This is an optimization exercise on Yosys and OpenROAD, whose aim is small area, not a production implementation.
The RTL was checked by simulation tests, not by an equivalence proof against the original design.
Power is estimated from default activity; no workload was simulated.

===== flow/flow/run.sh =====
#!/bin/bash
# The standard layout with two changes:
#  - synthesis maps the logic with the ABC script in flow/abc_area_amap.script;
#    everything else in synthesis (synth_recipe.tcl, ORFS synth.tcl) is unchanged
#  - the ports are buffered with buf_1 instead of the resizer's default buffer
set -euo pipefail
here=$(pwd)
sed "s#log_cmd abc {\*}\$abc_args#log_cmd abc {*}[lreplace \$abc_args 1 1 $here/flow/abc_area_amap.script]#" \
    "$FLOW_HOME/scripts/synth.tcl" > "$here/synth_amap.tcl"
grep -q abc_area_amap "$here/synth_amap.tcl"
sed "s#source \$::env(SCRIPTS_DIR)/synth.tcl#source $here/synth_amap.tcl#" synth_recipe.tcl > "$here/my_synth.tcl"
grep -q synth_amap "$here/my_synth.tcl"
export BUFFER_PORTS_ARGS="-buffer_cell sky130_fd_sc_hd__buf_1"
bash standard.sh SYNTH_SCRIPT="$here/my_synth.tcl" finish > standard.log 2>&1

===== flow/flow/abc_area_amap.script =====
strash
dch
map -D 2000
topo
stime -c
buffer -c
upsize -c
dnsize -c

===== flow/standard.sh =====
#!/bin/bash
# synth_recipe.tcl (not shown) runs the flow's synth.tcl, then flattens the netlist and writes it again
# the make line also repeats each setting of config.mk as NAME=value (left out here)
make -C /OpenROAD-flow-scripts/flow DESIGN_CONFIG=/design/flow/config.mk WORK_HOME=/design/flow/orfs CLKGATE_MAP_FILE= SYNTH_SCRIPT=/design/flow/synth_recipe.tcl "${@:-finish}"

===== flow/config.mk =====
export PLATFORM = sky130hd
export DESIGN_NAME = ex_top
export DESIGN_NICKNAME = ex_top
export VERILOG_FILES = /design/flow/design.v
export SDC_FILE = /design/flow/constraint.sdc
export NUM_CORES = 4
export LEC_CHECK = 0
export ABC_AREA = 1
export CAP_MARGIN = 20
export CORE_MARGIN = 2
export CORE_UTILIZATION = 40
export CTS_CLUSTER_DIAMETER = 100
export CTS_CLUSTER_SIZE = 30
export SLEW_MARGIN = 20

===== flow/constraint.sdc =====
create_clock -name core_clock -period 8.0 [get_ports {clk}]
set_input_delay 1.6000 -clock core_clock [delete_from_list [all_inputs] [get_ports {clk}]]
set_output_delay 1.6000 -clock core_clock [all_outputs]
set_load 0.01 [all_outputs]

===== flow/design.v =====
`default_nettype none
package riscv_pkg;
    localparam int XLEN           = 32;
    localparam int REG_ADDR_WIDTH = 5;
    localparam int FUNCT3_WIDTH   = 3;
    typedef logic [XLEN-1:0]           word_t;      
    typedef logic [REG_ADDR_WIDTH-1:0] reg_addr_t;  
    typedef logic [FUNCT3_WIDTH-1:0]   funct3_t;    
    typedef enum logic [3:0] {
        ADD    = 4'd0,
        SUB    = 4'd1,
        SLL    = 4'd2,
        SLT    = 4'd3,
        SLTU   = 4'd4,
        XOR    = 4'd5,
        SRL    = 4'd6,
        SRA    = 4'd7,
        OR     = 4'd8,
        AND    = 4'd9,
        PASS_B = 4'd10   
    } alu_op_e;
    typedef enum logic [1:0] {
        FWD_NONE = 2'd0,  
        FWD_MEM  = 2'd1,  
        FWD_WB   = 2'd2   
    } forward_src_e;
    typedef enum logic [6:0] {
        OP_IMM    = 7'b0010011,
        OP_REG    = 7'b0110011,
        OP_LUI    = 7'b0110111,
        OP_AUIPC  = 7'b0010111,
        OP_BRANCH = 7'b1100011,
        OP_JAL    = 7'b1101111,
        OP_JALR   = 7'b1100111,
        OP_LOAD   = 7'b0000011,
        OP_STORE  = 7'b0100011
    } opcode_e;
    typedef enum logic [FUNCT3_WIDTH-1:0] {
        BEQ  = 3'b000,
        BNE  = 3'b001,
        BLT  = 3'b100,
        BGE  = 3'b101,
        BLTU = 3'b110,
        BGEU = 3'b111
    } funct3_branch_e;
    typedef struct packed {
        opcode_e opcode;
        alu_op_e alu_op;
        logic    alu_src;    
        logic    reg_write;
        logic    mem_read;
        logic    mem_write;
        logic    is_branch;
        logic    is_jump;    
        logic    is_jalr;
    } ctrl_t;
    typedef struct packed {
        word_t     pc;
        word_t     rs1_data;
        word_t     rs2_data;
        word_t     immediate;
        reg_addr_t rs1_addr;
        reg_addr_t rs2_addr;
        reg_addr_t rd_addr;
        funct3_t   funct3_for_branch;
        ctrl_t     ctrl;
        logic      valid_id_ex;
    } id_ex_reg_t;
    typedef struct packed {
        word_t     alu_result;    
        word_t     rs2_data_str;  
        reg_addr_t rd_addr;
        ctrl_t     ctrl;
        logic      valid_ex_mem;
    } ex_mem_reg_t;
endpackage
`default_nettype wire
`default_nettype none
module ex_pfx32
(
    input  logic [31:0] p,
    input  logic [31:0] g,
    output logic [31:0] co
);
    logic [31:0] G, P;
    integer l, j;
    always_comb begin
        G = g;
        P = p;
        for (l = 0; l < 5; l = l + 1)
            for (j = (2 << l) - 1; j < 32; j = j + (2 << l)) begin
                G[j] = G[j] | (P[j] & G[j - (1 << l)]);
                P[j] = P[j] & P[j - (1 << l)];
            end
        for (l = 3; l >= 0; l = l - 1)
            for (j = 3 * (1 << l) - 1; j < 32; j = j + (2 << l)) begin
                G[j] = G[j] | (P[j] & G[j - (1 << l)]);
                P[j] = P[j] & P[j - (1 << l)];
            end
        co = G;
    end
endmodule
module ex_skl32
(
    input  logic [31:0] p,
    input  logic [31:0] g,
    output logic [31:0] co
);
    logic [31:0] G, P, Gn, Pn;
    integer l, j;
    always_comb begin
        G = g;
        P = p;
        for (l = 0; l < 5; l = l + 1) begin
            Gn = G;
            Pn = P;
            for (j = 0; j < 32; j = j + 1)
                if (j & (1 << l)) begin
                    Gn[j] = G[j] | (P[j] & G[(j >> l << l) - 1]);
                    Pn[j] = P[j] & P[(j >> l << l) - 1];
                end
            G = Gn;
            P = Pn;
        end
        co = G;
    end
endmodule
module ex_top
(
    input  logic         clk,
    input  logic         rst_n,
    input  logic [164:0] id_ex_in,
    input  logic [31:0]  wb_write_data,
    input  logic [4:0]   wb_rd_addr,
    input  logic         wb_reg_write,
    input  logic         stall,
    input  logic         flush,
    output logic         branch_taken,
    output logic [31:0]  branch_target,
    output logic [87:0]  ex_mem_out
);
    logic [31:0] pc, rs1d, rs2d, imm;
    logic [4:0]  a1, a2;
    logic [2:0]  f3;
    logic [6:0]  opc;
    logic [3:0]  aop;
    logic        alu_src, is_jump, is_jalr, valid;
    assign pc      = id_ex_in[164:133];
    assign rs1d    = id_ex_in[132:101];
    assign rs2d    = id_ex_in[100:69];
    assign imm     = id_ex_in[68:37];
    assign a1      = id_ex_in[36:32];
    assign a2      = id_ex_in[31:27];
    assign f3      = id_ex_in[21:19];
    assign opc     = id_ex_in[18:12];
    assign aop     = id_ex_in[11:8];
    assign alu_src = id_ex_in[7];
    assign is_jump = id_ex_in[2];
    assign is_jalr = id_ex_in[1];
    assign valid   = id_ex_in[0];
    logic [87:0] q;
    logic [31:0] q_alu;
    logic [4:0]  q_rd;
    assign q_alu = q[87:56];
    assign q_rd  = q[23:19];
    assign ex_mem_out = q;
    logic mem_ok, wb_ok, m1, w1, n1, m2, w2, n2;
    logic [31:0] rs1f, rs2f;
    assign mem_ok = q[0] & q[6] & (|q_rd);
    assign wb_ok  = wb_reg_write & (|wb_rd_addr);
    assign m1 = mem_ok & (q_rd == a1);
    assign w1 = ~m1 & wb_ok & (wb_rd_addr == a1);
    assign n1 = ~m1 & ~w1;
    assign m2 = mem_ok & (q_rd == a2);
    assign w2 = ~m2 & wb_ok & (wb_rd_addr == a2);
    assign n2 = ~m2 & ~w2;
    assign rs1f = ({32{m1}} & q_alu) | ({32{w1}} & wb_write_data) | ({32{n1}} & rs1d);
    assign rs2f = ({32{m2}} & q_alu) | ({32{w2}} & wb_write_data) | ({32{n2}} & rs2d);
    logic op_jalr, op_jal, op_br, op_auipc;
    assign op_jalr  = (opc == 7'b1100111);
    assign op_jal   = (opc == 7'b1101111);
    assign op_br    = (opc == 7'b1100011);
    assign op_auipc = (opc == 7'b0010111);
    logic [31:0] tx, tsum, tco;
    assign tx = op_jalr ? rs1f : pc;
    ex_skl32 u_tpfx (.p(tx ^ imm), .g(tx & imm), .co(tco));
    assign tsum = (tx ^ imm) ^ {tco[30:0], 1'b0};
    assign branch_target = {tsum[31:1], tsum[0] & ~op_jalr};
    logic [31:0] cx, cy, ceq, cco;
    logic sgn, eq, lt, cond;
    assign sgn = ~f3[1];
    assign cx  = {rs1f[31] ^ sgn, rs1f[30:0]};
    assign cy  = {rs2f[31] ^ sgn, rs2f[30:0]};
    assign ceq = ~(cx ^ cy);
    ex_pfx32 u_cpfx (.p(ceq), .g(~cx & cy), .co(cco));
    assign eq   = &ceq;
    assign lt   = cco[31];
    assign cond = f3[2] ? (lt ^ f3[0]) : (~f3[1] & (eq ^ f3[0]));
    assign branch_taken = valid & ((op_br & cond) | op_jal | op_jalr);
    logic jump, sub, a_pc, a_rs, pass_b;
    logic [31:0] a, b, bx, ap, ag, aco, sum;
    assign jump   = is_jump | is_jalr;
    assign pass_b = (aop == 4'd10);
    assign a_pc   = jump | (op_auipc & ~pass_b);
    assign a_rs   = ~jump & ~op_auipc & ~pass_b;
    assign a  = ({32{a_pc}} & pc) | ({32{a_rs}} & rs1f);
    assign b  = jump ? 32'd4 : (alu_src ? imm : rs2f);
    assign sub = ~jump & ((aop == 4'd1) | (aop == 4'd3) | (aop == 4'd4));
    assign bx = b ^ {32{sub}};
    assign ap = a ^ bx;
    assign ag = a & bx;
    ex_skl32 u_apfx (.p(ap), .g({ag[31:1], ag[0] | (ap[0] & sub)}), .co(aco));
    assign sum = ap ^ {aco[30:0], sub};
    logic c_ltu, c_lt;
    assign c_ltu = ~aco[31];
    assign c_lt  = c_ltu ^ a[31] ^ b[31];
    logic is_sll;
    logic [31:0] sx, sl;
    logic [31:0] sh [0:5];
    logic fill;
    assign is_sll = (aop == 4'd2);
    assign fill   = (aop == 4'd7) & a[31];
    always_comb begin
        for (int i = 0; i < 32; i++) sx[i] = is_sll ? a[31 - i] : a[i];
        sh[0] = sx;
        for (int k = 0; k < 5; k++)
            for (int i = 0; i < 32; i++)
                sh[k+1][i] = b[k] ? ((i + (1 << k) < 32) ? sh[k][i + (1 << k)] : fill) : sh[k][i];
        for (int i = 0; i < 32; i++) sl[i] = sh[5][31 - i];
    end
    logic load, hold;
    assign load = ~flush & ~stall;
    assign hold = ~flush & stall;
    logic s_sum, s_sr, s_sl, s_p, s_g, s_lt, s_ltu;
    assign s_sum = load & (jump | (aop == 4'd0) | (aop == 4'd1) | pass_b);
    assign s_sl  = load & ~jump & is_sll;
    assign s_sr  = load & ~jump & ((aop == 4'd6) | (aop == 4'd7));
    assign s_p   = load & ~jump & ((aop == 4'd5) | (aop == 4'd8));
    assign s_g   = load & ~jump & ((aop == 4'd9) | (aop == 4'd8));
    assign s_lt  = load & ~jump & (aop == 4'd3);
    assign s_ltu = load & ~jump & (aop == 4'd4);
    logic [31:0] alu_d;
    assign alu_d = ({32{s_sum}} & sum) | ({32{s_sr}} & sh[5]) | ({32{s_sl}} & sl)
                 | ({32{s_p}} & ap) | ({32{s_g}} & ag) | ({32{hold}} & q_alu)
                 | {31'd0, (s_lt & c_lt) | (s_ltu & c_ltu)};
    logic [55:0] lo_d;
    assign lo_d = {rs2f, id_ex_in[26:22], id_ex_in[18:1], valid};
    always_ff @(posedge clk or negedge rst_n) begin
        if (!rst_n) q <= '0;
        else        q <= {alu_d, ({56{load}} & lo_d) | ({56{hold}} & q[55:0])};
    end
endmodule
`default_nettype wire

==> run summary, run 1 <==
global-route wire length before repair 87.2 mm; largest area contributor in the synthesized netlist sky130_fd_sc_hd__dfrtp_1; number of buffers on the longest clock path 2; Post-Place Cells 2,539; I/O Buffers 327; starting density of the core 40.4%; GR Util met3 7.04%; share of the synthesized area in the top cell type 18.0%; final core occ 47.0%; Die Area 32,100 um2; post-layout minimum cycle time 7.64 ns; I/O pin cnt 328; register area share after synthesis 18.0%; leakage power summed over all cells 6.42 nW; share of the clock period used by the worst path after layout 95.5%; post-route insts no fill 2,560; primary flip-flop cell chosen by synthesis mapping sky130_fd_sc_hd__dfrtp_1; number of setup violations in the final report 0; critical path endpoint category output pin; insertion delay to the later sink of the worst-skew pair 0.37 ns; clk root buf sky130_fd_sc_hd__clkbuf_16; sum of net half-perimeters after detailed placement 49.5 mm; number of synthesized flops with an enable pin 0; DRC marker count from the first detailed-route iteration 1,702; maxcap violations 0; number of buffers created by CTS 9; per-cell via count in the routed design 5.97; Commonest cells post-synth sky130_fd_sc_hd__nand2_1 (381), sky130_fd_sc_hd__o21ai_0 (207), sky130_fd_sc_hd__inv_1 (199), sky130_fd_sc_hd__nor2_1 (109), sky130_fd_sc_hd__a21oi_1 (105); area taken by multi-input logic gates 8870 um2; Max H-tree Level 3; die outline height 179 um; layer with the highest usage after global routing met2; clock sink count 88; Worst Hold Class reg2reg; gpl congestion 0.964; post-synthesis sequential element count 88; # hold bufs at CTS 0; Max Transition Viols Final 0; Top Registers q x88; cell type with the highest occurrence count on the critical path sky130_fd_sc_hd__nor2_4; number of global-route vias before repair 13,906; nature of the critical path startpoint input port; worst clock skew 0.0119 ns; number of flip-flops under the largest register name 88; clock-pin slew on the worst setup and hold paths 0.07 ns; Largest Register q; power density cells 133 nW/um2; routed wire length 60.7 mm; total standard cell area after synthesis 12,300 um2; Global Route met1 Usage 52.6%; synthesis-to-finish area growth 16.3%; maximum vdd ir drop 90.8 uV; drt first pass iters 6; count of unresolved DRC violations after routing 0; Slew HR 25.9%; grt ovf 0; number of routed nets with antenna violations 0; distinct cell type count after synthesis 55; synthesized instance count 1,885; synth top area cells sky130_fd_sc_hd__dfrtp_1 (18%), sky130_fd_sc_hd__nand2_1 (12%), sky130_fd_sc_hd__ha_1 (9.6%); final count of hold timing violations 0; initial antenna violation count 3; category of the most critical setup path in2out; number of nets produced by synthesis 2,196; Fmax 131 MHz; required time of the critical path 6.40 ns; net count reported at finish 2,469; fraction of synthesis flops using an asynchronous set or reset pin 100%; worst-margin pin slew 1.10 ns; maximum fanout count along the critical path 9; register area 2200 um2; Core ar. 30,300 um2; wire length per cell 23.7 um; pin count of the biggest net entering global routing 77; Die Span X 179 um; Data arrival, critical path 6.04 ns; run status timing/DRC/antenna clean; cell with the biggest individual delay on the critical path sky130_fd_sc_hd__a21o_2; mean post-synth cell area 6.50 um2; filler cell count in the final layout 3,324; count leader, synth sky130_fd_sc_hd__nand2_1; Largest stage delay, worst path 0.24 ns; number of warnings printed during yosys synthesis 4; via count 15,278; CTS tree yes; FP Rows 64; global router's overall resource usage 37.0%; M2 GR Usage 57.1%; ratio of cells with drive above 1 in the final layout 4.90%
-- cell families after synthesis --
group	after synthesis	share of synthesized area, %
adder cells (fa/ha/maj)	104	11.2
flip-flops	88	18.0
multiplexers	9	0.735
AND/OR/NAND/NOR	667	23.2
buffers and inverters	316	10.0
XOR/XNOR	55	3.93
AO/OA/AOI/OAI	646	33.0
-- per-stage QoR --
stage               power [mW]  hold WS (ns)  worst slack (ns)  cell area (um2)  TNS (ns)
floorplan                 1.04         0.516             0.495            12300         0
global placement          1.37         0.466            0.0618            13900         0
detailed placement        1.37         0.468           -0.0199            13900   -0.0199
CTS                       1.87         0.486            0.0497            14200         0
global route              2.00         0.500           -0.0165            14300   -0.0165
finish                    1.89         0.484             0.360            14300         0
-- worst paths after layout --
check                                  start                end  slack [ns]  depth (start not counted)
worst max-delay path            id_ex_in[32]  branch_target[29]        0.36                         29
worst min-delay path                   q[40]              q[40]        0.48                          2
worst max register to register         q[19]              q[56]        1.37                         30
worst min register to register         q[40]              q[40]        0.48                          2
max in group asynchronous              rst_n              q[67]        5.53                          2
min in group asynchronous              rst_n              q[18]        1.21                          1
-- layout make-up --
class / count / share of cell area [%]
Sequential cell: 88 / 15.4
Antenna cell: 1 / 0.0176
Clock buffer: 9 / 1.58
Clock inverter: 7 / 0.720
Inverter: 205 / 5.40
Multi-Input combinational cell: 1481 / 62.2
Timing Repair Buffer: 373 / 11.1
Tap cell: 396 / 3.48
-- cell usage in the layout, fill, tap and decap left out, types with 29 or more instances in the layout --
cell type and instances:
sky130_fd_sc_hd__dfrtp_1 88, sky130_fd_sc_hd__a22o_1 29, sky130_fd_sc_hd__o211ai_1 45, sky130_fd_sc_hd__nor2_1 104, sky130_fd_sc_hd__nand3_1 99, sky130_fd_sc_hd__buf_1 326, sky130_fd_sc_hd__ha_1 94, sky130_fd_sc_hd__o21ai_0 203
sky130_fd_sc_hd__nand2_1 381, sky130_fd_sc_hd__buf_4 45, sky130_fd_sc_hd__a21oi_1 104, sky130_fd_sc_hd__xor2_1 33, sky130_fd_sc_hd__o21ai_1 60, sky130_fd_sc_hd__a22oi_1 79, sky130_fd_sc_hd__inv_1 199
-- power breakdown --
group	switching [mW]	internal (mW)	total [mW]
clock network	0.223	0.278	0.501
registers	0.0482	0.478	0.526
logic	0.583	0.281	0.863
-- worst max-delay path: cells and delay by family --
family          cells  cell delay (ns)
simple gates       10             1.19
compound gates     11             1.94
buf+inv             5             0.77
xor+xnor            2             0.31
fa+ha+maj           1             0.23
-- routing by layer --
| metal | up-vias | wire length [um] |
|---|---|---|
| li1 | 7142 | - |
| met2 | 775 | 26700 |
| met5 | - | 18 |
| met3 | 85 | 5910 |
| met4 | 4 | 1320 |
| met1 | 7272 | 26800 |
-- timing repair --
action / 4_1_cts / 5_1_grt
buffers inserted: 0 / 4
gates resized for setup: 1 / 8
setup endpoints to repair: 4 / 17
hold endpoints to repair: 0 / 0
gates cloned: 0 / 0
pin swaps: 0 / 2
==> run 2: changes to the inputs <==
--- a/flow/flow/run.sh
+++ b/flow/flow/run.sh
@@ -5,2 +5,3 @@
 #  - the ports are buffered with buf_1 instead of the resizer's default buffer
+#  - clock tree: larger sink clusters and no dummy loads
 set -euo pipefail
@@ -12,2 +13,3 @@
 grep -q synth_amap "$here/my_synth.tcl"
+export CTS_ARGS="-sink_clustering_enable -repair_clock_nets -dont_use_dummy_load -sink_clustering_size 30 -sink_clustering_max_diameter 100"
 export BUFFER_PORTS_ARGS="-buffer_cell sky130_fd_sc_hd__buf_1"
--- a/flow/config.mk
+++ b/flow/config.mk
@@ -11,4 +11,2 @@
 export CORE_UTILIZATION = 40
-export CTS_CLUSTER_DIAMETER = 100
-export CTS_CLUSTER_SIZE = 30
 export SLEW_MARGIN = 20
==> run summary, run 2 <==
post-layout minimum cycle time 7.63 ns; power density cells 125 nW/um2; Core ar. 30,300 um2; Commonest cells post-synth sky130_fd_sc_hd__nand2_1 (381), sky130_fd_sc_hd__o21ai_0 (207), sky130_fd_sc_hd__inv_1 (199), sky130_fd_sc_hd__nor2_1 (109), sky130_fd_sc_hd__a21oi_1 (105); CP Depth 29; primary flip-flop cell chosen by synthesis mapping sky130_fd_sc_hd__dfrtp_1; number of global-route vias before repair 13,879; count leader, synth sky130_fd_sc_hd__nand2_1; number of nets produced by synthesis 2,196; placement-stage worst setup slack -0.0199 ns; DRC marker count from the first detailed-route iteration 1,691; cell internal power dissipation 958 uW; Die Span X 179 um; sum of net half-perimeters after detailed placement 49.5 mm; total standard cell area after synthesis 12,300 um2; CTS tree yes; cell type with the highest occurrence count on the critical path sky130_fd_sc_hd__nor2_4; cell class contributing the biggest share of worst-path delay compound AO/OA/AOI/OAI gates; synthesized instance count 1,885; area of placed instances 13,900 um2; # hold bufs at CTS 0; clock network fraction of design power 21.7%; complex-gate fraction of the synthesized area 33.0%; clk root buf sky130_fd_sc_hd__clkbuf_16; dominant combinational cell family by area after synthesis compound AO/OA/AOI/OAI gates; grt ovf 0; die outline height 179 um; distinct cell type count after synthesis 55; Top Registers q x88; net count reported at finish 2,469; depth of the worst register-to-register path 30; gpl congestion 0.964; pin count of the biggest net entering global routing 77; FP Rows 64; drt first pass iters 6; number of flip-flops under the largest register name 88; Max H-tree Level 3; number of buffers created by CTS 9; multiplexer area fraction after synthesis 0.735%; number of buffers on the longest clock path 2; nature of the critical path startpoint input port; Largest Register q; most used cells in the layout excluding fill and tap cells sky130_fd_sc_hd__nand2_1 (381), sky130_fd_sc_hd__buf_1 (326), sky130_fd_sc_hd__o21ai_0 (203); insertion delay to the later sink of the worst-skew pair 0.36 ns; I/O pin cnt 328; worst clock skew 0.0182 ns; share of the synthesized area in the top cell type 18.0%; switching portion of total power 46.0%; parity-gate share of the synthesized area counting xor and xnor cells 3.93%; I/O Buffers 327; count of unresolved DRC violations after routing 0; Die Area 32,100 um2; starting density of the core 40.4%; post-synthesis sequential element count 88; Data arrival, critical path 6.03 ns; share of the clock period used by the worst path after layout 95.3%; CP Buf/Inv Count 5; run status timing/DRC/antenna clean; adder-cell share of the synthesized area 11.2%; maxcap violations 0; Combinational Power Share 48.6%; Fmax 131 MHz; maximum fanout count along the critical path 9; routed wire length 60.5 mm; clock sink count 88; synth top area cells sky130_fd_sc_hd__dfrtp_1 (18%), sky130_fd_sc_hd__nand2_1 (12%), sky130_fd_sc_hd__ha_1 (9.6%); sequential share of power 29.7%; number of warnings printed during yosys synthesis 4; synthesis-to-finish area growth 15.5%; synthesized-area fraction occupied by and/or/nand/nor cells 23.2%; Post-Place Cells 2,539; Worst Hold Class reg2reg; Largest stage delay, worst path 0.24 ns; number of routed nets with antenna violations 0; Hold Path Depth 2; critical path endpoint category output pin; mean post-synth cell area 6.50 um2; ratio of cells with drive above 1 in the final layout 4.59%; post-route insts no fill 2,553; maximum vdd ir drop 88.7 uV; commonest non-fill, non-tap cell in the layout sky130_fd_sc_hd__nand2_1; leakage power summed over all cells 6.38 nW; initial antenna violation count 3; clock-pin slew on the worst setup and hold paths 0.06 ns; number of setup violations in the final report 0; global router's overall resource usage 36.9%; per-cell via count in the routed design 5.94; category of the most critical setup path in2out; cell with the biggest individual delay on the critical path sky130_fd_sc_hd__a21o_2; fraction of synthesis flops using an asynchronous set or reset pin 100%; number of synthesized flops with an enable pin 0; worst-margin pin slew 1.13 ns; final cell area excluding filler cells 14,200 um2; Max Transition Viols Final 0; global-route wire length before repair 87.0 mm; largest area contributor in the synthesized netlist sky130_fd_sc_hd__dfrtp_1; min setup slack post-route 0.372 ns; register area share after synthesis 18.0%; final count of hold timing violations 0; net switching power 817 uW; required time of the critical path 6.40 ns; via count 15,169; wire length per cell 23.7 um; overall power 1.77 mW; Slew HR 24.1%
[run 2: cell counts after synthesis]
No cell type changed its count.
[run 2: cell type report]
type | count | area [um2]
Fill cell | 3331 | 16200
Multi-Input combinational cell | 1481 | 8870
Clock buffer | 9 | 225
Sequential cell | 88 | 2200
Antenna cell | 1 | 2.50
Tap cell | 396 | 495
Timing Repair Buffer | 373 | 1590
Inverter | 205 | 769
[run 2: routing by layer]
metal  track usage, %  routed length, um  up-vias
met4             8.54               1200        4
met5                0                 27        -
met2             57.3              26700      729
met1             52.7              26700     7227
li1                 -                  -     7137
met3             6.62               5920       72
[run 2: path summary, 6_finish.rpt]
check	start	end	slack, ns
worst max-delay path	id_ex_in[32]	branch_target[29]	0.37
worst min-delay path	q[40]	q[40]	0.48
worst max register to register	q[19]	q[56]	1.30
worst min register to register	q[40]	q[40]	0.48
max in group asynchronous	rst_n	q[67]	5.54
min in group asynchronous	rst_n	q[18]	1.22
[run 2: kinds of logic after synthesis]
kind of cell    after synthesis
xor+xnor                     55
buf+inv                     316
flops                        88
compound gates              646
mux                           9
fa+ha+maj                   104
simple gates                667
[run 2: repair_timing]
action / CTS / global route
gates resized for setup: 1 / 8
pin swaps: 0 / 2
buffers inserted: 0 / 4
endpoints found under the setup margin: 2 / 17
endpoints found under the hold margin: 0 / 0
[run 2: through the flow]
stage / setup TNS [ns] / hold WS [ns] / util, %
after CTS: 0 / 0.484 / 46.4
final: 0 / 0.481 / 46.6
after global routing: -0.000862 / 0.497 / 46.6
after global placement: 0 / 0.466 / 45.7
after floorplan: 0 / 0.516 / -
after detailed placement: -0.0199 / 0.468 / 45.7
[run 2: worst register-to-register path, delay by kind of cell (launching register included)]
family | cells | cell delay (ns)
AND/OR/NAND/NOR | 18 | 2.87
AO/OA/AOI/OAI | 8 | 2.31
flip-flops | 1 | 0.50
adder cells (fa/ha/maj) | 1 | 0.44
buffers and inverters | 2 | 0.26
XOR/XNOR | 1 | 0.19
[run 2: power by group through the flow]
| stage | Combinational (mW) | Sequential [mW] | Clock, mW |
|---|---|---|---|
| final | 0.863 | 0.526 | 0.385 |
| after global routing | 0.953 | 0.528 | 0.405 |
| after CTS | 0.846 | 0.524 | 0.390 |
| after detailed placement | 0.841 | 0.533 | 0 |
| after global placement | 0.839 | 0.532 | 0 |
| after floorplan | 0.508 | 0.528 | 0 |
==> run 3: changes to the inputs <==
--- a/flow/flow/run.sh
+++ b/flow/flow/run.sh
@@ -13,3 +13,3 @@
 grep -q synth_amap "$here/my_synth.tcl"
-export CTS_ARGS="-sink_clustering_enable -repair_clock_nets -dont_use_dummy_load -sink_clustering_size 30 -sink_clustering_max_diameter 100"
+export CTS_ARGS="-sink_clustering_enable -repair_clock_nets -dont_use_dummy_load -sink_clustering_size 30 -sink_clustering_max_diameter 100 -root_buf sky130_fd_sc_hd__clkbuf_16 -buf_list sky130_fd_sc_hd__clkbuf_8"
 export BUFFER_PORTS_ARGS="-buffer_cell sky130_fd_sc_hd__buf_1"
==> run summary, run 3 <==
sequential share of power 29.7%; R2R Path End q[56]; maximum vdd ir drop 88.7 uV; required time of the critical path 6.40 ns; Combinational Power Share 48.6%; count of unresolved DRC violations after routing 0; post-route insts no fill 2,553; FP Rows 64; R2R Setup Slk 1.30 ns; sum of net half-perimeters after detailed placement 49.5 mm; Largest stage delay, worst path 0.24 ns; initial antenna violation count 3; global-route wire length before repair 87.0 mm; number of flip-flops under the largest register name 88; synthesized-area fraction occupied by and/or/nand/nor cells 23.2%; die outline height 179 um; clk root buf sky130_fd_sc_hd__clkbuf_16; run status timing/DRC/antenna clean; global router's overall resource usage 36.9%; post-synthesis sequential element count 88; min setup slack post-route 0.372 ns; Core ar. 30,300 um2; starting density of the core 40.4%; Slew HR 24.1%; end point of the worst hold path q[40]; overall power 1.77 mW; I/O Buffers 327; cell with the biggest individual delay on the critical path sky130_fd_sc_hd__a21o_2; number of nets produced by synthesis 2,196; register area share after synthesis 18.0%; maxcap violations 0; worst hold start q[40]; per-cell via count in the routed design 5.94; insertion delay to the later sink of the worst-skew pair 0.36 ns; Max Transition Viols Final 0; complex-gate fraction of the synthesized area 33.0%; via count 15,169; clock sink count 88; nature of the critical path startpoint input port; mean post-synth cell area 6.50 um2; gpl congestion 0.964; share of the synthesized area in the top cell type 18.0%; CP Buf/Inv Count 5; drt first pass iters 6; Top Registers q x88; net switching power 817 uW; area taken by multi-input logic gates 8870 um2; Post-Place Cells 2,539; cell type with the highest occurrence count on the critical path sky130_fd_sc_hd__nor2_4; post-layout minimum cycle time 7.63 ns; cell class contributing the biggest share of worst-path delay compound AO/OA/AOI/OAI gates; CTS tree yes; routed wire length 60.5 mm; distinct cell type count after synthesis 55; wire length per cell 23.7 um; worst flop-to-flop path startpoint q[19]; Commonest cells post-synth sky130_fd_sc_hd__nand2_1 (381), sky130_fd_sc_hd__o21ai_0 (207), sky130_fd_sc_hd__inv_1 (199), sky130_fd_sc_hd__nor2_1 (109), sky130_fd_sc_hd__a21oi_1 (105); parity-gate share of the synthesized area counting xor and xnor cells 3.93%; placement-stage worst setup slack -0.0199 ns; category of the most critical setup path in2out; number of global-route vias before repair 13,879; Worst Hold Class reg2reg; filler cell count in the final layout 3,331; worst clock skew 0.0182 ns; switching portion of total power 46.0%; Fmax 131 MHz; fraction of synthesis flops using an asynchronous set or reset pin 100%; number of warnings printed during yosys synthesis 4; ratio of cells with drive above 1 in the final layout 4.59%; leakage power summed over all cells 6.38 nW; sum of negative setup slack 0 ns; Data arrival, critical path 6.03 ns; final-layout worst hold slack 0.481 ns; dominant combinational cell family by area after synthesis compound AO/OA/AOI/OAI gates; Die Span X 179 um; commonest non-fill, non-tap cell in the layout sky130_fd_sc_hd__nand2_1; net count reported at finish 2,469; synthesis-to-finish area growth 15.5%; primary flip-flop cell chosen by synthesis mapping sky130_fd_sc_hd__dfrtp_1; Die Area 32,100 um2; depth of the worst register-to-register path 30; number of buffers created by CTS 9; number of routed nets with antenna violations 0; Max H-tree Level 3; DRC marker count from the first detailed-route iteration 1,691; cell internal power dissipation 958 uW; synthesized instance count 1,885; clock-pin slew on the worst setup and hold paths 0.06 ns; largest area contributor in the synthesized netlist sky130_fd_sc_hd__dfrtp_1; synth top area cells sky130_fd_sc_hd__dfrtp_1 (18%), sky130_fd_sc_hd__nand2_1 (12%), sky130_fd_sc_hd__ha_1 (9.6%); number of setup violations in the final report 0; I/O pin cnt 328; maximum fanout count along the critical path 9; register area 2200 um2; Hold Path Depth 2; grt ovf 0; share of the clock period used by the worst path after layout 95.3%; final cell area excluding filler cells 14,200 um2; most used cells in the layout excluding fill and tap cells sky130_fd_sc_hd__nand2_1 (381), sky130_fd_sc_hd__buf_1 (326), sky130_fd_sc_hd__o21ai_0 (203); number of synthesized flops with an enable pin 0; power density cells 125 nW/um2; number of buffers on the longest clock path 2; worst-margin pin slew 1.13 ns; final count of hold timing violations 0; multiplexer area fraction after synthesis 0.735%; pin count of the biggest net entering global routing 77; final core occ 46.6%; total standard cell area after synthesis 12,300 um2; critical path endpoint category output pin; clock network fraction of design power 21.7%; count leader, synth sky130_fd_sc_hd__nand2_1; Largest Register q; area of placed instances 13,900 um2; adder-cell share of the synthesized area 11.2%
run 3: power by group through the flow:
stage / clock network, mW / registers (mW) / logic [mW]
2_1_floorplan: 0 / 0.528 / 0.508
3_3_place_gp: 0 / 0.532 / 0.839
3_5_place_dp: 0 / 0.533 / 0.841
4_1_cts: 0.390 / 0.524 / 0.846
5_1_grt: 0.405 / 0.528 / 0.953
6_report: 0.385 / 0.526 / 0.863
run 3: timing repair:
item                                   4_1_cts  5_1_grt
setup endpoints to repair                    2       17
pin swaps                                    0        2
setup buffers                                0        4
hold buffers                                 0        0
endpoints found under the hold margin        0        0
resized for setup                            1        8
run 3: cell type report:
cell class / count / area share (%)
Antenna cell: 1 / 0.0177
Clock buffer: 9 / 1.59
Inverter: 205 / 5.44
Multi-Input combinational cell: 1481 / 62.7
Sequential cell: 88 / 15.6
Tap cell: 396 / 3.50
Timing Repair Buffer: 373 / 11.2
run 3: worst max path at each step:
| stage | from | slack (ns) | cells past startpoint | end |
|---|---|---|---|---|
| after floorplan | id_ex_in[13] | 0.50 | 26 | branch_target[26] |
| after global placement | id_ex_in[32] | 0.06 | 30 | branch_target[29] |
| after detailed placement | id_ex_in[32] | -0.02 | 30 | branch_target[29] |
| after CTS | wb_rd_addr[0] | 0.07 | 30 | branch_target[29] |
| after global routing | id_ex_in[32] | -0.0009 | 30 | branch_target[29] |
| final | id_ex_in[32] | 0.37 | 29 | branch_target[29] |
run 3: layer usage:
layer | track usage, % | up-vias | share of wire, %
met5 | 0 | - | 0.045
met4 | 8.54 | 4 | 2.0
met2 | 57.3 | 729 | 44
met3 | 6.62 | 72 | 9.8
li1 | - | 7137 | -
met1 | 52.7 | 7227 | 44
run 3: kinds of logic (layout without fill, tap and decap cells):
family	after synthesis	count (layout)
flip-flops	88	88
adder cells (fa/ha/maj)	104	104
XOR/XNOR	55	55
AO/OA/AOI/OAI	646	646
multiplexers	9	9
AND/OR/NAND/NOR	667	667
other	0	1
buffers and inverters	316	587
run 3: worst reg2reg max path: cells and delay by family, from the launching register on:
family                   cells  cell delay, ns
adder cells (fa/ha/maj)      1            0.44
AO/OA/AOI/OAI                8            2.31
buffers and inverters        2            0.26
XOR/XNOR                     1            0.19
flip-flops                   1            0.50
AND/OR/NAND/NOR             18            2.87
==> run 4: changes to the inputs <==
--- a/flow/design.v
+++ b/flow/design.v
@@ -211,3 +211,5 @@
     assign ag = a & bx;
-    ex_skl32 u_apfx (.p(ap), .g({ag[31:1], ag[0] | (ap[0] & sub)}), .co(aco));
+    logic kill;
+    assign kill = ~jump & ((aop == 4'd5) | (aop == 4'd8));
+    ex_skl32 u_apfx (.p(ap), .g({ag[31:1] & {31{~kill}}, (ag[0] & ~kill) | (ap[0] & sub)}), .co(aco));
     assign sum = ap ^ {aco[30:0], sub};
@@ -233,7 +235,6 @@
     assign hold = ~flush & stall;
-    logic s_sum, s_sr, s_sl, s_p, s_g, s_lt, s_ltu;
-    assign s_sum = load & (jump | (aop == 4'd0) | (aop == 4'd1) | pass_b);
+    logic s_sum, s_sr, s_sl, s_g, s_lt, s_ltu;
+    assign s_sum = load & (jump | (aop == 4'd0) | (aop == 4'd1) | pass_b | (aop == 4'd5) | (aop == 4'd8));
     assign s_sl  = load & ~jump & is_sll;
     assign s_sr  = load & ~jump & ((aop == 4'd6) | (aop == 4'd7));
-    assign s_p   = load & ~jump & ((aop == 4'd5) | (aop == 4'd8));
     assign s_g   = load & ~jump & ((aop == 4'd9) | (aop == 4'd8));
@@ -243,3 +244,3 @@
     assign alu_d = ({32{s_sum}} & sum) | ({32{s_sr}} & sh[5]) | ({32{s_sl}} & sl)
-                 | ({32{s_p}} & ap) | ({32{s_g}} & ag) | ({32{hold}} & q_alu)
+                 | ({32{s_g}} & ag) | ({32{hold}} & q_alu)
                  | {31'd0, (s_lt & c_lt) | (s_ltu & c_ltu)};
--- a/flow/flow/run.sh
+++ b/flow/flow/run.sh
@@ -13,3 +13,3 @@
 grep -q synth_amap "$here/my_synth.tcl"
-export CTS_ARGS="-sink_clustering_enable -repair_clock_nets -dont_use_dummy_load -sink_clustering_size 30 -sink_clustering_max_diameter 100 -root_buf sky130_fd_sc_hd__clkbuf_16 -buf_list sky130_fd_sc_hd__clkbuf_8"
+export CTS_ARGS="-sink_clustering_enable -repair_clock_nets -dont_use_dummy_load -sink_clustering_size 30 -sink_clustering_max_diameter 100"
 export BUFFER_PORTS_ARGS="-buffer_cell sky130_fd_sc_hd__buf_1"
==> flow/flow/abc_area_amap.script (replaced) <==
strash
dch
map -D 2100
topo
stime -c
buffer -c
upsize -c
dnsize -c
==> run summary, run 4 <==
dominant combinational cell family by area after synthesis compound AO/OA/AOI/OAI gates; grt ovf 0; Die Span X 177 um; number of buffers on the longest clock path 2; CP Buf/Inv Count 6; cell internal power dissipation 976 uW; CTS tree yes; per-cell via count in the routed design 5.86; power density cells 127 nW/um2; nature of the critical path startpoint input port; largest area contributor in the synthesized netlist sky130_fd_sc_hd__dfrtp_1; mean post-synth cell area 6.63 um2; clk root buf sky130_fd_sc_hd__clkbuf_16; global router's overall resource usage 35.6%; Commonest cells post-synth sky130_fd_sc_hd__nand2_1 (367), sky130_fd_sc_hd__inv_1 (205), sky130_fd_sc_hd__o21ai_0 (145), sky130_fd_sc_hd__nor2_1 (127), sky130_fd_sc_hd__a21oi_1 (110); synth top area cells sky130_fd_sc_hd__dfrtp_1 (18%), sky130_fd_sc_hd__nand2_1 (11%), sky130_fd_sc_hd__ha_1 (10%); Max Transition Viols Final 0; sequential share of power 29.5%; initial antenna violation count 3; Core ar. 29,600 um2; Max H-tree Level 3; number of synthesized flops with an enable pin 0; multiplexer area fraction after synthesis 1.33%; number of warnings printed during yosys synthesis 4; ratio of cells with drive above 1 in the final layout 5.90%; starting density of the core 40.6%; worst-margin pin slew 1.07 ns; filler cell count in the final layout 3,270; run status timing/DRC/antenna clean; worst hold start q[11]; cells resized by post-CTS repair 0; share of the clock period used by the worst path after layout 98.4%; number of buffers created by CTS 9; gpl congestion 1.08; leakage power summed over all cells 6.44 nW; Fmax 127 MHz; maximum fanout count along the critical path 13; synthesized-area fraction occupied by and/or/nand/nor cells 20.6%; parity-gate share of the synthesized area counting xor and xnor cells 6.56%; register area share after synthesis 18.3%; Top Registers q x88; sum of net half-perimeters after detailed placement 46.9 mm; wire length per cell 23.0 um; category of the most critical setup path in2out; cell class contributing the biggest share of worst-path delay compound AO/OA/AOI/OAI gates; fraction of synthesis flops using an asynchronous set or reset pin 100%; via count 14,631; overall power 1.79 mW; DRC marker count from the first detailed-route iteration 1,509; critical path, cell by cell buf_1, xor2_1, nor3_1, nand3_1, inv_2, nor2_2, buf_4, a221oi_1, inv_1, ha_1, nand4_1, a31oi_1, a2111oi_0, buf_4, nand2_1, a21oi_1, xor2_1, nand2_1, o2111ai_1, a211oi_1, buf_1; Largest Register q; # hold bufs at CTS 0; Combinational Power Share 49.6%; primary flip-flop cell chosen by synthesis mapping sky130_fd_sc_hd__dfrtp_1; net count reported at finish 2,417; maxcap violations 0; R2R Setup Slk 1.87 ns; maximum vdd ir drop 107 uV; Slew HR 27.9%; count leader, synth sky130_fd_sc_hd__nand2_1; total standard cell area after synthesis 12,000 um2; complex-gate fraction of the synthesized area 31.5%; die outline height 177 um; I/O Buffers 327; Largest stage delay, worst path 0.88 ns; post-synthesis sequential element count 88; post-layout minimum cycle time 7.87 ns; register area 2200 um2; worst flop-to-flop path startpoint q[19]; insertion delay to the later sink of the worst-skew pair 0.36 ns; adder-cell share of the synthesized area 11.2%; clock network fraction of design power 20.9%; synthesized instance count 1,814; final count of hold timing violations 0; distinct cell type count after synthesis 57; clock-pin slew on the worst setup and hold paths 0.06 ns; clock sink count 88; I/O pin cnt 328; cell with the biggest individual delay on the critical path sky130_fd_sc_hd__a221oi_1; share of the synthesized area in the top cell type 18.3%; Die Area 31,500 um2; net switching power 811 uW; most used cells in the layout excluding fill and tap cells sky130_fd_sc_hd__nand2_1 (367), sky130_fd_sc_hd__buf_1 (324), sky130_fd_sc_hd__inv_1 (204); pin count of the biggest net entering global routing 68; count of unresolved DRC violations after routing 0; area taken by multi-input logic gates 8650 um2; Data arrival, critical path 6.27 ns; FP Rows 63; worst clock skew 0.00999 ns; number of flip-flops under the largest register name 88; Post-CTS Setup Bufs 0; critical path endpoint category output pin; Worst Hold Class reg2reg; startpoint of the most critical setup path id_ex_in[28]; drt first pass iters 6; number of nets produced by synthesis 2,126; global-route wire length before repair 83.3 mm; required time of the critical path 6.40 ns; number of global-route vias before repair 13,577; routed wire length 57.4 mm; number of routed nets with antenna violations 0; synthesis-to-finish area growth 16.9%; switching portion of total power 45.4%; final-layout worst hold slack 0.479 ns; sum of negative setup slack 0 ns; number of setup violations in the final report 0; commonest non-fill, non-tap cell in the layout sky130_fd_sc_hd__nand2_1
-- run 4: changes by cell type after synthesis, sizes merged, moves of 15 or more --
cell / previous run / this run
nand3: 99 / 50
a21boi: 31 / 3
xnor2: 22 / 47
o21ai: 264 / 240
a221oi: 21 / 39
clkbuf: 83 / 66
nor2: 116 / 133
nand4: 27 / 12
o2111ai: 4 / 19
-- run 4: cells by family after synthesis --
logic type	Yosys count
AO/OA/AOI/OAI	597
XOR/XNOR	90
adder cells (fa/ha/maj)	105
buffers and inverters	318
flip-flops	88
multiplexers	16
AND/OR/NAND/NOR	600
-- run 4: worst paths after layout --
kind	cells past startpoint	end
max	21	branch_taken
min	2	q[11]
max reg2reg	27	q[56]
min reg2reg	2	q[11]
max in group asynchronous	2	q[65]
min in group asynchronous	1	q[2]
-- run 4: layout make-up --
cell class,count,area share [%]
sequential,88,15.7
inverter,215,5.74
multi-input combinational,1408,61.5
clock buffer,9,1.60
tap,390,3.47
antenna,4,0.0712
timing repair buffer,383,11.9
-- run 4: per-layer routing --
metal / routed length [um] / track usage [%] / part of all wire, % / vias to the layer above
met4: 2010 / 13.7 / 3.5 / 0
met1: 24400 / 48.3 / 42 / 6848
li1: - / - / - / 6885
met3: 5750 / 8.01 / 10 / 119
met5: 0 / 0 / 0 / -
met2: 25200 / 54.8 / 44 / 779
-- run 4: worst reg2reg max path, delay by kind of cell (launching register included) --
| family | cells | cell delay, ns |
|---|---|---|
| flops | 1 | 0.48 |
| compound gates | 11 | 2.40 |
| xor+xnor | 2 | 0.33 |
| buf+inv | 1 | 0.17 |
| simple gates | 10 | 1.93 |
| fa+ha+maj | 3 | 0.64 |
-- run 4: power by group through the flow --
stage | sequential [mW] | clock [mW] | combinational [mW]
after floorplan | 0.529 | 0 | 0.518
after global placement | 0.534 | 0 | 0.856
after detailed placement | 0.534 | 0 | 0.859
after CTS | 0.525 | 0.379 | 0.864
after global routing | 0.529 | 0.397 | 0.970
final | 0.528 | 0.374 | 0.886
-- run 4: per-stage QoR --
stage	setup WS [ns]	util (%)	cell area (um2)	cells
2_1_floorplan	0.486	-	12000	1814
3_3_place_gp	0.0609	46.4	13800	2483
3_5_place_dp	0.0848	46.5	13800	2484
4_1_cts	0.0645	47.3	14000	2493
5_1_grt	-0.00669	47.4	14100	2495
6_report	0.128	47.4	14100	2497
==> run 5: changes to the inputs <==
==> flow/flow/abc_area_amap.script (replaced) <==
strash
dch
map -D 2000
topo
stime -c
buffer -c
upsize -c
dnsize -c
==> run summary, run 5 <==
number of setup violations in the final report 0; category of the most critical setup path in2out; leakage power summed over all cells 6.48 nW; count of unresolved DRC violations after routing 0; startpoint of the most critical setup path id_ex_in[28]; clock sink count 88; CP Depth 23; # hold bufs at CTS 0; mean post-synth cell area 6.72 um2; Post-CTS Setup Bufs 0; net count reported at finish 2,439; number of synthesized flops with an enable pin 0; Fmax 131 MHz; number of routed nets with antenna violations 0; Die Span X 180 um; routed wire length 59.6 mm; Worst Hold Class reg2reg; Max H-tree Level 3; share of the clock period used by the worst path after layout 95.5%; register area share after synthesis 17.8%; worst-margin pin slew 1.04 ns; CTS tree yes; Largest Register q; number of flip-flops under the largest register name 88; ratio of cells with drive above 1 in the final layout 7.06%; timing endpoint of the critical path branch_taken; post-layout minimum cycle time 7.64 ns; Die Area 32,400 um2; Top Registers q x88; run status timing/DRC/antenna clean; global-route wire length before repair 87.5 mm; Slew HR 30.0%; share of the synthesized area in the top cell type 17.8%; final count of hold timing violations 0; clock-pin slew on the worst setup and hold paths 0.06 ns; most used cells in the layout excluding fill and tap cells sky130_fd_sc_hd__nand2_1 (363), sky130_fd_sc_hd__buf_1 (325), sky130_fd_sc_hd__inv_1 (198); final-layout worst hold slack 0.486 ns; distinct cell type count after synthesis 67; I/O Buffers 327; required time of the critical path 6.40 ns; sum of negative setup slack 0 ns; I/O pin cnt 328; critical path, cell by cell buf_1, xor2_1, nor3_1, nand3_1, inv_2, nor3_4, buf_4, a221oi_1, inv_1, ha_1, nand2_1, inv_1, nand3_1, a31oi_1, a2111oi_0, buf_4, nand2_1, a21oi_1, xor2_1, nand2_1, o2111ai_1, a211oi_1, buf_1; Core ar. 30,600 um2; Commonest cells post-synth sky130_fd_sc_hd__nand2_1 (363), sky130_fd_sc_hd__inv_1 (200), sky130_fd_sc_hd__o21ai_0 (155), sky130_fd_sc_hd__nor2_1 (114), sky130_fd_sc_hd__nand3_1 (107); synthesis-to-finish area growth 15.8%; Largest stage delay, worst path 0.58 ns; per-cell via count in the routed design 5.94; total standard cell area after synthesis 12,400 um2; Max Transition Viols Final 0; post-synthesis sequential element count 88; number of buffers created by CTS 9; sum of net half-perimeters after detailed placement 48.1 mm; starting density of the core 40.5%; cell class contributing the biggest share of worst-path delay compound AO/OA/AOI/OAI gates; Data arrival, critical path 6.04 ns; maximum fanout count along the critical path 15; cell with the biggest individual delay on the critical path sky130_fd_sc_hd__a221oi_1; worst clock skew 0.0155 ns; gpl congestion 1.04; worst flop-to-flop path startpoint q[23]; synthesized instance count 1,845; area of placed instances 14,100 um2; initial antenna violation count 4; number of buffers on the longest clock path 2; R2R Path End q[56]; filler cell count in the final layout 3,334; fraction of synthesis flops using an asynchronous set or reset pin 100%; depth of the worst register-to-register path 28; wire length per cell 23.6 um; commonest non-fill, non-tap cell in the layout sky130_fd_sc_hd__nand2_1; FP Rows 64; cells resized by post-CTS repair 0; critical path endpoint category output pin; drt first pass iters 5; number of nets produced by synthesis 2,157; CP Buf/Inv Count 7; clk root buf sky130_fd_sc_hd__clkbuf_16; overall power 1.80 mW; count leader, synth sky130_fd_sc_hd__nand2_1; largest area contributor in the synthesized netlist sky130_fd_sc_hd__dfrtp_1; number of warnings printed during yosys synthesis 4; maxcap violations 0; DRC marker count from the first detailed-route iteration 1,680; via count 14,998; final cell area excluding filler cells 14,400 um2; nature of the critical path startpoint input port; global router's overall resource usage 35.3%; die outline height 180 um; cell type with the highest occurrence count on the critical path sky130_fd_sc_hd__nand2_1; number of global-route vias before repair 13,907; R2R Setup Slk 2.24 ns; unrepaired setup endpoints after global routing false; insertion delay to the later sink of the worst-skew pair 0.36 ns; pin count of the biggest net entering global routing 74; power density cells 126 nW/um2; grt ovf 0; synth top area cells sky130_fd_sc_hd__dfrtp_1 (18%), sky130_fd_sc_hd__nand2_1 (11%), sky130_fd_sc_hd__ha_1 (10%); primary flip-flop cell chosen by synthesis mapping sky130_fd_sc_hd__dfrtp_1; maximum vdd ir drop 103 uV
run 5: cell types whose count changed in the layout (fill, tap and decap cells not counted), moves of 10 or more:
cell                       change
sky130_fd_sc_hd__nand3_1      +57
sky130_fd_sc_hd__o21ai_1      -55
sky130_fd_sc_hd__o211ai_1     +19
sky130_fd_sc_hd__o21ai_2      +12
sky130_fd_sc_hd__nand4_1      +11
sky130_fd_sc_hd__nor2_1       -11
sky130_fd_sc_hd__a21oi_1      -10
run 5: area by class of cell:
type	instances	area, um2	area share [%]
Timing Repair Buffer	380	1630	11.4
Clock buffer	9	225	1.57
Inverter	210	788	5.49
Tap cell	396	495	3.45
Multi-Input combinational cell	1438	9000	62.7
Sequential cell	88	2200	15.3
Antenna cell	3	7.51	0.0523
run 5: worst min-delay path by stage:
stage,start,to,slack (ns),cells after the start
after floorplan,q[11],q[11],0.51,2
after global placement,q[11],q[11],0.46,2
after detailed placement,q[1],q[1],0.46,2
after CTS,q[1],q[1],0.49,2
after global routing,q[53],q[53],0.51,2
final,q[37],q[37],0.49,2
run 5: routing by layer:
metal / GRT usage (%) / wire length (um)
met5: 0 / 11
met3: 5.98 / 5370
met4: 9.35 / 1380
met1: 50.1 / 26100
met2: 55.6 / 26700
run 5: through the flow:
step	instances	setup slack, ns	utilization [%]
floorplan	1845	0.597	-
global placement	2512	0.111	46.0
detailed placement	2512	0.0581	46.0
CTS	2521	0.0313	46.8
global route	2524	0.0561	46.9
finish	2524	0.361	46.9
run 5: cells by family (layout without fill, tap and decap cells):
group,Yosys count,count (layout),synth area share (%)
muxes,8,8,0.747
AOI/OAI and AO/OA,585,585,31.6
DFF,88,88,17.8
buffers and inverters,319,599,10.2
and+or+nand+nor,652,652,22.6
xor gates and xnor gates,88,88,6.22
adders and majority gates,105,105,10.9
other,0,3,0
run 5: worst reg2reg max path: cells and delay by family (launching register included):
kind,cells,cell delay (ns)
buffers and inverters,2,0.53
AND/OR/NAND/NOR,10,1.19
adder cells (fa/ha/maj),3,0.69
flip-flops,1,0.49
XOR/XNOR,1,0.16
AO/OA/AOI/OAI,12,2.52
run 5: where the power goes:
part           total [mW]  switching (mW)  internal, mW
logic               0.891           0.591         0.300
registers           0.530          0.0507         0.479
clock network       0.383           0.184         0.199
==> run 6: changes to the inputs <==
==> flow/flow/abc_area_amap.script (replaced) <==
strash
dch
map -D 2100
topo
stime -c
buffer -c
upsize -c
dnsize -c
--- a/flow/config.mk
+++ b/flow/config.mk
@@ -10,3 +10,3 @@
 export CORE_MARGIN = 2
-export CORE_UTILIZATION = 40
+export CORE_UTILIZATION = 50
 export SLEW_MARGIN = 20
==> run summary, run 6 <==
number of buffers on the longest clock path 2; routed wire length 52.6 mm; FP Rows 56; net count reported at finish 2,418; count leader, synth sky130_fd_sc_hd__nand2_1; synth top area cells sky130_fd_sc_hd__dfrtp_1 (18%), sky130_fd_sc_hd__nand2_1 (11%), sky130_fd_sc_hd__ha_1 (10%); via count 14,804; Worst Hold Class reg2reg; Slew HR 24.4%; required time of the critical path 6.40 ns; worst clock skew 0.0303 ns; startpoint of the most critical setup path id_ex_in[35]; run status timing/DRC/antenna clean; total standard cell area after synthesis 12,000 um2; register area share after synthesis 18.3%; sequential share of power 29.4%; adder-cell share of the synthesized area 11.2%; number of warnings printed during yosys synthesis 4; critical path endpoint category output pin; Die Span X 159 um; parity-gate share of the synthesized area counting xor and xnor cells 6.56%; insertion delay to the later sink of the worst-skew pair 0.37 ns; per-cell via count in the routed design 6.10; ratio of cells with drive above 1 in the final layout 6.51%; dominant combinational cell family by area after synthesis compound AO/OA/AOI/OAI gates; post-route insts no fill 2,425; worst hold start q[1]; wire length per cell 21.7 um; largest area contributor in the synthesized netlist sky130_fd_sc_hd__dfrtp_1; synthesized-area fraction occupied by and/or/nand/nor cells 20.6%; I/O pin cnt 328; number of global-route vias before repair 13,647; clk root buf sky130_fd_sc_hd__clkbuf_16; power density cells 127 nW/um2; switching portion of total power 44.8%; synthesized instance count 1,814; primary flip-flop cell chosen by synthesis mapping sky130_fd_sc_hd__dfrtp_1; maximum vdd ir drop 93.7 uV; post-synthesis sequential element count 88; net switching power 794 uW; gpl congestion 1.05; number of nets produced by synthesis 2,126; clock sink count 88; maximum fanout count along the critical path 5; Data arrival, critical path 6.16 ns; global router's overall resource usage 40.2%; Max Transition Viols Final 0; number of buffers created by CTS 9; global-route wire length before repair 79.7 mm; number of synthesized flops with an enable pin 0; Top Registers q x88; maxcap violations 0; Combinational Power Share 49.2%; Commonest cells post-synth sky130_fd_sc_hd__nand2_1 (367), sky130_fd_sc_hd__inv_1 (205), sky130_fd_sc_hd__o21ai_0 (145), sky130_fd_sc_hd__nor2_1 (127), sky130_fd_sc_hd__a21oi_1 (110); Die Area 25,300 um2; clock-pin slew on the worst setup and hold paths 0.08 ns; initial antenna violation count 1; post-layout minimum cycle time 7.76 ns; fraction of synthesis flops using an asynchronous set or reset pin 100%; cell internal power dissipation 980 uW; drt first pass iters 9; worst flop-to-flop path startpoint q[23]; grt ovf 0; sum of negative setup slack 0 ns; CTS tree yes; number of setup violations in the final report 0; commonest non-fill, non-tap cell in the layout sky130_fd_sc_hd__nand2_1; pin count of the biggest net entering global routing 62; I/O Buffers 327; share of the clock period used by the worst path after layout 97.1%; most used cells in the layout excluding fill and tap cells sky130_fd_sc_hd__nand2_1 (367), sky130_fd_sc_hd__buf_1 (319), sky130_fd_sc_hd__inv_1 (204); number of routed nets with antenna violations 0; unrepaired setup endpoints after global routing false; category of the most critical setup path in2out; share of the synthesized area in the top cell type 18.3%; sum of net half-perimeters after detailed placement 42.1 mm; # hold bufs at CTS 0; clock network fraction of design power 21.4%; count of unresolved DRC violations after routing 0; final core occ 59.5%; multiplexer area fraction after synthesis 1.33%; final count of hold timing violations 0; Largest Register q; distinct cell type count after synthesis 57; Fmax 129 MHz; Post-Place Cells 2,411; Core ar. 23,500 um2; starting density of the core 51.1%; mean post-synth cell area 6.63 um2; nature of the critical path startpoint input port; Max H-tree Level 3; die outline height 159 um; complex-gate fraction of the synthesized area 31.5%; leakage power summed over all cells 6.47 nW; worst-margin pin slew 1.13 ns; number of flip-flops under the largest register name 88; DRC marker count from the first detailed-route iteration 1,781; synthesis-to-finish area growth 16.6%
==> run 6: cell count changes after synthesis, moves of 6 or more <==
cell and change:
sky130_fd_sc_hd__nand4_1 -11, sky130_fd_sc_hd__a21oi_1 +11, sky130_fd_sc_hd__o2111ai_1 +6, sky130_fd_sc_hd__nand3_1 -57, sky130_fd_sc_hd__o211ai_2 -6, sky130_fd_sc_hd__o211ai_1 -19, sky130_fd_sc_hd__o21ai_0 -10, sky130_fd_sc_hd__o21a_1 -8
sky130_fd_sc_hd__o21ai_2 -11, sky130_fd_sc_hd__mux2i_1 +9, sky130_fd_sc_hd__clkbuf_1 -7, sky130_fd_sc_hd__o21ai_1 +55, sky130_fd_sc_hd__nor2_1 +13
==> run 6: through the flow <==
stage / area (um2) / setup WS [ns] / hold WS (ns) / total power [mW]
after CTS: 13900 / 0.0202 / 0.478 / 1.73
after detailed placement: 13700 / 0.0287 / 0.458 / 1.36
after global placement: 13700 / 0.0862 / 0.452 / 1.36
after global routing: 14000 / 0.00941 / 0.517 / 1.87
final: 14000 / 0.236 / 0.478 / 1.77
after floorplan: 12000 / 0.486 / 0.509 / 1.05
==> run 6: kinds of logic (layout without fill, tap and decap cells) <==
logic type      after synthesis  after routing
compound gates              597            597
xor+xnor                     90             90
fa+ha+maj                   105            105
buf+inv                     318            608
flops                        88             88
mux                          16             16
other cells                   0              2
simple gates                600            600
==> run 6: final timing paths <==
| path | slack, ns | endpoint | depth (start not counted) |
|---|---|---|---|
| max | 0.24 | branch_target[17] | 28 |
| min in group asynchronous | 1.27 | q[41] | 1 |
| max reg2reg | 1.53 | q[56] | 27 |
| max in group asynchronous | 5.56 | q[74] | 2 |
| min reg2reg | 0.48 | q[1] | 2 |
| min | 0.48 | q[1] | 2 |
==> run 6: final cells by class <==
type,instances,area [um2]
repair buffers,384,1690
fillers,2442,9520
clock buffers,9,225
well taps,319,399
flip-flops and latches,88,2200
multi-input cells,1408,8690
inverters,215,807
diodes,2,5.00
==> run 6: what timing repair did <==
| action | 4_1_cts | 5_1_grt |
|---|---|---|
| resized for setup | 0 | 22 |
| setup endpoints to repair | 0 | 15 |
| hold endpoints to repair | 0 | 0 |
| buffers inserted | 0 | 3 |
==> run 6: power groups by stage <==
stage	Combinational, mW	Clock [mW]	Sequential (mW)
after floorplan	0.518	0	0.529
after global placement	0.828	0	0.527
after detailed placement	0.835	0	0.528
after CTS	0.841	0.374	0.520
after global routing	0.955	0.393	0.525
final	0.873	0.379	0.522
==> run 6: critical path, stage by stage <==
cell and delay [ns]:
sky130_fd_sc_hd__clkbuf_2 0.11, sky130_fd_sc_hd__xnor2_1 0.17, sky130_fd_sc_hd__nand4_2 0.16, sky130_fd_sc_hd__nor2_4 0.25, sky130_fd_sc_hd__nor2_4 0.09, sky130_fd_sc_hd__a22oi_1 0.14
sky130_fd_sc_hd__nand2_1 0.09, sky130_fd_sc_hd__inv_1 0.08, sky130_fd_sc_hd__o21ai_0 0.12, sky130_fd_sc_hd__ha_1 0.23, sky130_fd_sc_hd__fa_2 0.36, sky130_fd_sc_hd__a21o_1 0.16
sky130_fd_sc_hd__a21o_1 0.16, sky130_fd_sc_hd__a31oi_1 0.18, sky130_fd_sc_hd__buf_4 0.16, sky130_fd_sc_hd__nor2_1 0.05, sky130_fd_sc_hd__nor2_2 0.11, sky130_fd_sc_hd__inv_1 0.07
sky130_fd_sc_hd__a21o_4 0.23, sky130_fd_sc_hd__a31oi_4 0.22, sky130_fd_sc_hd__o21bai_2 0.11, sky130_fd_sc_hd__a21oi_2 0.15, sky130_fd_sc_hd__o21ai_1 0.10, sky130_fd_sc_hd__a21oi_2 0.21
sky130_fd_sc_hd__inv_2 0.11, sky130_fd_sc_hd__fa_1 0.41, sky130_fd_sc_hd__xor2_1 0.18, sky130_fd_sc_hd__clkbuf_2 0.16
==> run 6: per-layer routing <==
metal | GRT usage [%] | vias up | wire length (um)
met4 | 12.8 | 0 | 1710
met2 | 62.5 | 978 | 22900
met1 | 55.3 | 6837 | 21700
li1 | - | 6863 | -
met3 | 9.20 | 126 | 6210
met5 | 0 | - | 0
==> run 7: changes to the inputs <==
==> flow/flow/abc_area_amap.script (replaced) <==
strash
dch
map -D 2100
topo
--- a/flow/config.mk
+++ b/flow/config.mk
@@ -10,3 +10,3 @@
 export CORE_MARGIN = 2
-export CORE_UTILIZATION = 50
+export CORE_UTILIZATION = 40
 export SLEW_MARGIN = 20
==> run summary, run 7 <==
adder-cell share of the synthesized area 11.8%; routed wire length 52.6 mm; cell with the biggest individual delay on the critical path sky130_fd_sc_hd__fa_2; clock-pin slew on the worst setup and hold paths 0.07 ns; run status timing/DRC/antenna clean; distinct cell type count after synthesis 36; clock sink count 88; complex-gate fraction of the synthesized area 32.7%; category of the most critical setup path in2out; starting density of the core 40.9%; sum of net half-perimeters after detailed placement 41.5 mm; Slew HR 34.0%; gpl congestion 1.01; synth top area cells sky130_fd_sc_hd__dfrtp_1 (19%), sky130_fd_sc_hd__nand2_1 (12%), sky130_fd_sc_hd__ha_1 (11%); commonest non-fill, non-tap cell in the layout sky130_fd_sc_hd__nand2_1; count leader, synth sky130_fd_sc_hd__nand2_1; final core occ 51.3%; register area share after synthesis 19.2%; mean post-synth cell area 6.70 um2; net switching power 803 uW; net count reported at finish 2,457; via count 14,609; pin count of the biggest net entering global routing 62; insertion delay to the later sink of the worst-skew pair 0.36 ns; Antenna Diode Count 0; I/O pin cnt 328; share of the synthesized area in the top cell type 19.2%; sequential share of power 29.0%; sum of negative setup slack 0 ns; maxcap violations 0; Die Span X 173 um; number of flip-flops under the largest register name 88; Max H-tree Level 3; required time of the critical path 6.40 ns; ratio of cells with drive above 1 in the final layout 9.19%; initial antenna violation count 0; die outline height 173 um; Fmax 130 MHz; number of synthesized flops with an enable pin 0; number of global-route vias before repair 13,811; CTS tree yes; worst flop-to-flop path startpoint q[19]; largest area contributor in the synthesized netlist sky130_fd_sc_hd__dfrtp_1; Commonest cells post-synth sky130_fd_sc_hd__nand2_1 (369), sky130_fd_sc_hd__o21ai_0 (240), sky130_fd_sc_hd__clkinv_1 (215), sky130_fd_sc_hd__nor2_1 (133), sky130_fd_sc_hd__a21oi_1 (110); worst-margin pin slew 0.983 ns; overall power 1.80 mW; count of unresolved DRC violations after routing 0; power density cells 125 nW/um2; area of placed instances 14,000 um2; primary flip-flop cell chosen by synthesis mapping sky130_fd_sc_hd__dfrtp_1; Largest Register q; parity-gate share of the synthesized area counting xor and xnor cells 6.87%; Max Transition Viols Final 0; final count of hold timing violations 0; number of routed nets with antenna violations 0; Top Registers q x88; total standard cell area after synthesis 11,500 um2; per-cell via count in the routed design 5.79; Data arrival, critical path 6.11 ns; maximum fanout count along the critical path 5; nature of the critical path startpoint input port; dominant combinational cell family by area after synthesis compound AO/OA/AOI/OAI gates; clock network fraction of design power 21.8%; DRC marker count from the first detailed-route iteration 1,481; number of warnings printed during yosys synthesis 4; Core ar. 28,000 um2; critical path endpoint category output pin; leakage power summed over all cells 5.98 nW; Worst Hold Class reg2reg; post-layout minimum cycle time 7.71 ns; unrepaired setup endpoints after global routing false; post-synthesis sequential element count 88; global router's overall resource usage 34.0%; worst hold start q[1]; fraction of synthesis flops using an asynchronous set or reset pin 100%; synthesized-area fraction occupied by and/or/nand/nor cells 21.0%; final-layout worst hold slack 0.475 ns; cell type with the highest occurrence count on the critical path sky130_fd_sc_hd__buf_4; FP Rows 61; Largest stage delay, worst path 0.36 ns; multiplexer area fraction after synthesis 1.40%; Combinational Power Share 49.2%; Die Area 30,000 um2; number of buffers on the longest clock path 2; final cell area excluding filler cells 14,400 um2; I/O Buffers 327; global-route wire length before repair 80.2 mm; synthesized instance count 1,711; wire length per cell 20.9 um; number of setup violations in the final report 0; drt first pass iters 5; number of buffers created by CTS 9; synthesis-to-finish area growth 25.3%; maximum vdd ir drop 92.8 uV; cell internal power dissipation 997 uW; clk root buf sky130_fd_sc_hd__clkbuf_16; worst clock skew 0.0184 ns; grt ovf 0; most used cells in the layout excluding fill and tap cells sky130_fd_sc_hd__nand2_1 (369), sky130_fd_sc_hd__buf_1 (317), sky130_fd_sc_hd__o21ai_0 (237); switching portion of total power 44.6%; startpoint of the most critical setup path id_ex_in[33]; number of nets produced by synthesis 2,023; share of the clock period used by the worst path after layout 96.3%
==> run 7: cells by family (layout without fill, tap and decap cells) <==
| kind of cell | after synthesis | in the layout |
|---|---|---|
| AOI/OAI and AO/OA | 597 | 597 |
| muxes | 16 | 16 |
| xor gates and xnor gates | 90 | 90 |
| buffers and inverters | 215 | 647 |
| and+or+nand+nor | 600 | 600 |
| adders and majority gates | 105 | 105 |
| DFF | 88 | 88 |
==> run 7: path summary, 6_finish.rpt <==
path / end / slack, ns / cells past startpoint
hold / removal: q[1] / 0.48 / 2
min in group asynchronous: q[24] / 1.33 / 1
hold reg to reg: q[1] / 0.48 / 2
max in group asynchronous: q[57] / 5.50 / 2
setup / recovery: branch_target[22] / 0.29 / 32
setup reg to reg: q[56] / 1.88 / 28
==> run 7: power groups by stage <==
stage                     Combinational [mW]  Sequential (mW)  Clock [mW]
after floorplan                        0.503            0.530           0
after global routing                   0.976            0.525       0.407
after global placement                 0.844            0.528           0
after CTS                              0.869            0.520       0.394
final                                  0.886            0.521       0.393
after detailed placement               0.849            0.528           0
==> run 7: timing repair <==
| item | in CTS | in global routing |
|---|---|---|
| pin swaps | 12 | 13 |
| buffers inserted | 6 | 1 |
| resized for setup | 28 | 14 |
| endpoints found under the setup margin | 16 | 16 |
| hold buffers | 0 | 0 |
==> run 7: cell type report <==
| type | instances | area [um2] |
|---|---|---|
| inverter | 215 | 810 |
| clock buffer | 9 | 225 |
| timing repair buffer | 423 | 1990 |
| multi-input combinational | 1408 | 8670 |
| fill | 3009 | 13600 |
| sequential | 88 | 2200 |
| tap | 378 | 473 |
==> run 7: metrics by stage <==
| step | worst slack (ns) | std cells |
|---|---|---|
| 6_report | 0.293 | 2521 |
| 5_1_grt | 0.00527 | 2521 |
| 4_1_cts | 0.0233 | 2520 |
| 3_5_place_dp | -0.379 | 2505 |
| 3_3_place_gp | -0.237 | 2505 |
| 2_1_floorplan | 0.00603 | 1711 |
==> run 7: worst max-delay path: cells and delay by family <==
family | cells | cell delay [ns]
xor+xnor | 2 | 0.28
compound gates | 12 | 1.89
simple gates | 7 | 0.80
buf+inv | 9 | 0.97
fa+ha+maj | 2 | 0.55
==> run 7: per-layer routing <==
metal	routed length, um	up-vias	track usage (%)
met5	0	-	0
met4	1290	0	9.92
met1	23400	6819	48.4
met3	4660	72	4.87
met2	23200	743	53.4
li1	-	6975	-

[afterwards: timing with drivers on the ports]
No port has a modelled driver above. Below, the same layouts with a new extraction and two added sets of constraints. Step 1 (the two cells are an assumption about what drives the block):
set clk [get_ports {clk}]
set_driving_cell -lib_cell sky130_fd_sc_hd__clkbuf_16 $clk
set_driving_cell -lib_cell sky130_fd_sc_hd__buf_2 [delete_from_list [all_inputs] $clk]
Step 2 times the ports against the registers' clock, not the clock port: input delays grow and output delays shrink by t, the midpoint of the rising clock arrivals with the driver on. Three values: no drivers, after step 1, after step 2; two values: the first two.
run	shift t [ns]	setup slack, ns	latest minus earliest clock arrival (ns)	slew at the worst register clock pin (ns)	pins driven straight from the clock port
run 1	0.415	0.360 / 0.338 / 0.338	0.012 / 0.012	0.08 / 0.08	1
run 2	0.403	0.372 / 0.350 / 0.338	0.018 / 0.019	0.07 / 0.07	1
run 3	0.403	0.372 / 0.350 / 0.338	0.018 / 0.019	0.07 / 0.07	1
run 4	0.401	0.128 / 0.093 / 0.093	0.012 / 0.013	0.07 / 0.07	1
run 5	0.410	0.361 / 0.323 / 0.323	0.016 / 0.016	0.07 / 0.07	1
run 6	0.403	0.236 / 0.212 / 0.212	0.032 / 0.031	0.08 / 0.08	1
run 7	0.395	0.293 / 0.271 / 0.271	0.018 / 0.019	0.08 / 0.08	1
After both steps every run listed still meets setup and hold. For run 5, which loses most, drivers alone change the setup slack by -0.038 ns; drivers and shift together by -0.038 ns.
